Context: an optimization exercise on an open-source flow, tuned for small area and a short achievable clock period. The choices shown serve that exercise and are no tape-out recipe.
Function was checked by simulation only, so behaviour that the tests miss may differ from the original.
No activity file was given, so power comes from the tool's default toggle rates.

## lane 1
==> module double_ended_queue, before the edit <==
module double_ended_queue #(
  parameter int DEPTH      = dq_pkg::DEPTH_DEF,
  parameter int DATA_WIDTH = dq_pkg::DATA_WIDTH_DEF,
  parameter int CNT_W      = $clog2(DEPTH + 1)
) (
  input  logic                  clk,
  input  logic                  rst,
  input  logic                  req_valid,
  output logic                  req_ready,
  input  logic [1:0]            req_mode,
  input  logic [DATA_WIDTH-1:0] req_item_value,
  output logic                  rsp_valid,
  input  logic                  rsp_ready,
  output logic [DATA_WIDTH-1:0] rsp_popped_value,
  output logic [1:0]            rsp_status,
  output logic [CNT_W-1:0]      rsp_occupancy
);
  logic [DATA_WIDTH-1:0] mem [DEPTH];
  logic [DEPTH-1:0]      head;      
  logic [DEPTH-1:0]      tail;      
  logic [DEPTH-1:0]      head_m1;   
  logic [DEPTH-1:0]      tail_m1;   
  logic [CNT_W-1:0]      count;
  logic                  empty;
  logic fire, full, push, pop, do_push, do_pop;
  logic [CNT_W-1:0]      count_inc, count_dec;
  logic                  at_one;
  logic [DEPTH-1:0]      rd_sel;
  logic [DATA_WIDTH-1:0] rd_word;
  assign req_ready     = !rsp_valid || rsp_ready;
  assign fire          = req_valid && req_ready;
  assign full          = count[CNT_W-1];
  assign push          = !req_mode[1];
  assign pop           = req_mode[1];
  assign do_push       = fire && push && !full;
  assign do_pop        = fire && pop && !empty;
  assign rsp_occupancy = count;
  assign count_inc = count + 1'b1;
  assign count_dec = count - 1'b1;
  assign at_one    = (count == CNT_W'(1));
  assign head_m1 = {head[0], head[DEPTH-1:1]};
  assign tail_m1 = {tail[0], tail[DEPTH-1:1]};
  assign rd_sel = req_mode[0] ? tail_m1 : head;
  always_comb begin
    rd_word = '0;
    for (int i = 0; i < DEPTH; i++) begin
      rd_word = rd_word | ({DATA_WIDTH{rd_sel[i]}} & mem[i]);
    end
  end
  for (genvar i = 0; i < DEPTH; i++) begin : g_word
    logic we;
    assign we = do_push && (req_mode[0] ? tail[i] : head_m1[i]);
    always_ff @(posedge clk) begin
      if (we) mem[i] <= req_item_value;
    end
  end
  always_ff @(posedge clk) begin
    if (rst) begin
      head      <= DEPTH'(1);
      tail      <= DEPTH'(1);
      count     <= '0;
      empty     <= 1'b1;
      rsp_valid <= 1'b0;
    end else begin
      if (do_push) begin
        if (req_mode[0]) tail <= {tail[DEPTH-2:0], tail[DEPTH-1]};
        else             head <= head_m1;
        count <= count_inc;
        empty <= 1'b0;
      end
      if (do_pop) begin
        if (req_mode[0]) tail <= tail_m1;
        else             head <= {head[DEPTH-2:0], head[DEPTH-1]};
        count <= count_dec;
        empty <= at_one;
      end
      if (fire)           rsp_valid <= 1'b1;
      else if (rsp_ready) rsp_valid <= 1'b0;
    end
  end
  logic [DATA_WIDTH-1:0] popped_value_next;
  logic [1:0]            status_next;
  assign popped_value_next = pop ? (empty ? '1 : rd_word) : '0;
  assign status_next       = (push && full) ? 2'd2 : ((pop && empty) ? 2'd1 : 2'd0);
  always_ff @(posedge clk) begin
    rsp_popped_value <= fire ? popped_value_next : (rsp_popped_value & {DATA_WIDTH{rsp_valid}});
    rsp_status       <= fire ? status_next : (rsp_status & {2{rsp_valid}});
  end
endmodule
Settings: LEC_CHECK=0, CAP_MARGIN=20, CORE_MARGIN=2, CORE_UTILIZATION=62, PLACE_DENSITY=0.72, SETUP_SLACK_MARGIN=1.85, SLEW_MARGIN=20, TNS_END_PERCENT=0; clock period 3.5 ns.
standard.sh (not shown) runs the stock make flow with config.mk's settings and CLKGATE_MAP_FILE= SYNTH_SCRIPT=/design/flow/synth_recipe.tcl, a recipe that flattens the netlist after the stock synthesis.
==> flow/flow/run.sh <==
#!/bin/bash
# the standard layout with four changes: the port buffers are plain buf_2
# cells (not delay cells), sizing may swap a cell for one of another
# footprint, the clock tree clusters up to 24 flip-flops per leaf buffer,
# and it adds no dummy loads. every tool's output stays in the orfs/logs
# folder; make's own output goes to standard.log.
set -euo pipefail
CTS="-sink_clustering_enable -repair_clock_nets -buf_list sky130_fd_sc_hd__clkbuf_16"
CTS="$CTS -sink_clustering_size 24 -sink_clustering_max_diameter 80 -dont_use_dummy_load"
bash standard.sh MATCH_CELL_FOOTPRINT=0 "CTS_ARGS=$CTS" \
  "BUFFER_PORTS_ARGS=-buffer_cell sky130_fd_sc_hd__buf_2" finish > standard.log 2>&1
diff inputs: lane 1 => lane 2
diff --git a/flow/design.v b/flow/design.v
--- a/flow/design.v
+++ b/flow/design.v
@@ -86,11 +86,9 @@
     end
   end
-  logic [DATA_WIDTH-1:0] popped_value_next;
-  logic [1:0]            status_next;
-  assign popped_value_next = pop ? (empty ? '1 : rd_word) : '0;
-  assign status_next       = (push && full) ? 2'd2 : ((pop && empty) ? 2'd1 : 2'd0);
   always_ff @(posedge clk) begin
-    rsp_popped_value <= fire ? popped_value_next : (rsp_popped_value & {DATA_WIDTH{rsp_valid}});
-    rsp_status       <= fire ? status_next : (rsp_status & {2{rsp_valid}});
+    if (fire) begin
+      rsp_popped_value <= pop ? (empty ? '1 : rd_word) : '0;
+      rsp_status       <= (push && full) ? 2'd2 : ((pop && empty) ? 2'd1 : 2'd0);
+    end
   end
 endmodule
Combinational share of power ended up 2.4 points lower on lane 2 than on lane 1. Lane 2 ended with more tightest slew margin relative to the limit than lane 1. What lane 2 reported for total met3 wirelength after detailed routing has to be multiplied by 1.08 to get the figure for lane 1. Lane 2 vs. lane 1: data required time at the worst endpoint went down, wire length of the first global-routing pass went up, highest clock rate went down, internal power of the cells went down, slack of the critical path went down. Compared with lane 1, in lane 2 share of synthesized cell area in and, or, nand and nor gates down 1.6 points; final clock period utilization by the worst path up 0.78 points; net count of the mapped netlist down 5.8%; final cell count without fillers down 58; wire length reported by the detailed router down 580 um. Lane 2 reached the end of the flow, and the finished layout is clean on the timing, DRC and antenna checks. Last element of the critical path = rsp_popped_value[16]: lane 2; last element of the critical path = rsp_popped_value[8]: lane 1. On static leakage, lane 1 and lane 2 are basically level.

==> static timing again, ports no longer ideal <==
Ports are ideal in the flow. The routed layouts listed here were re-timed in OpenROAD.
Step 1: set_driving_cell puts a clkbuf_16 on clk and a buf_2 on each other input, an assumption about the parent block.
Step 2 also shifts input and output timing later by t, the mid clock arrival at the registers, as if the neighbouring blocks saw the same clock.
a / b / c = no drivers / after step 1 / after step 2; a / b = the first two.
run | shift t [ns] | setup WS [ns] | clock arrival spread, ns | worst slew at a driven data input, ns | pins driven straight from the clock port
lane 1 | 0.631 | 1.582 / 1.536 / 0.906 | 0.054 / 0.053 | 0.16 | 1
lane 2 | 0.625 | 1.554 / 1.446 / 0.821 | 0.039 / 0.039 | 0.16 | 1
After both steps every run listed still meets setup and hold. For lane 2, which loses most, drivers alone change the setup slack by -0.108 ns; drivers and shift together by -0.733 ns.
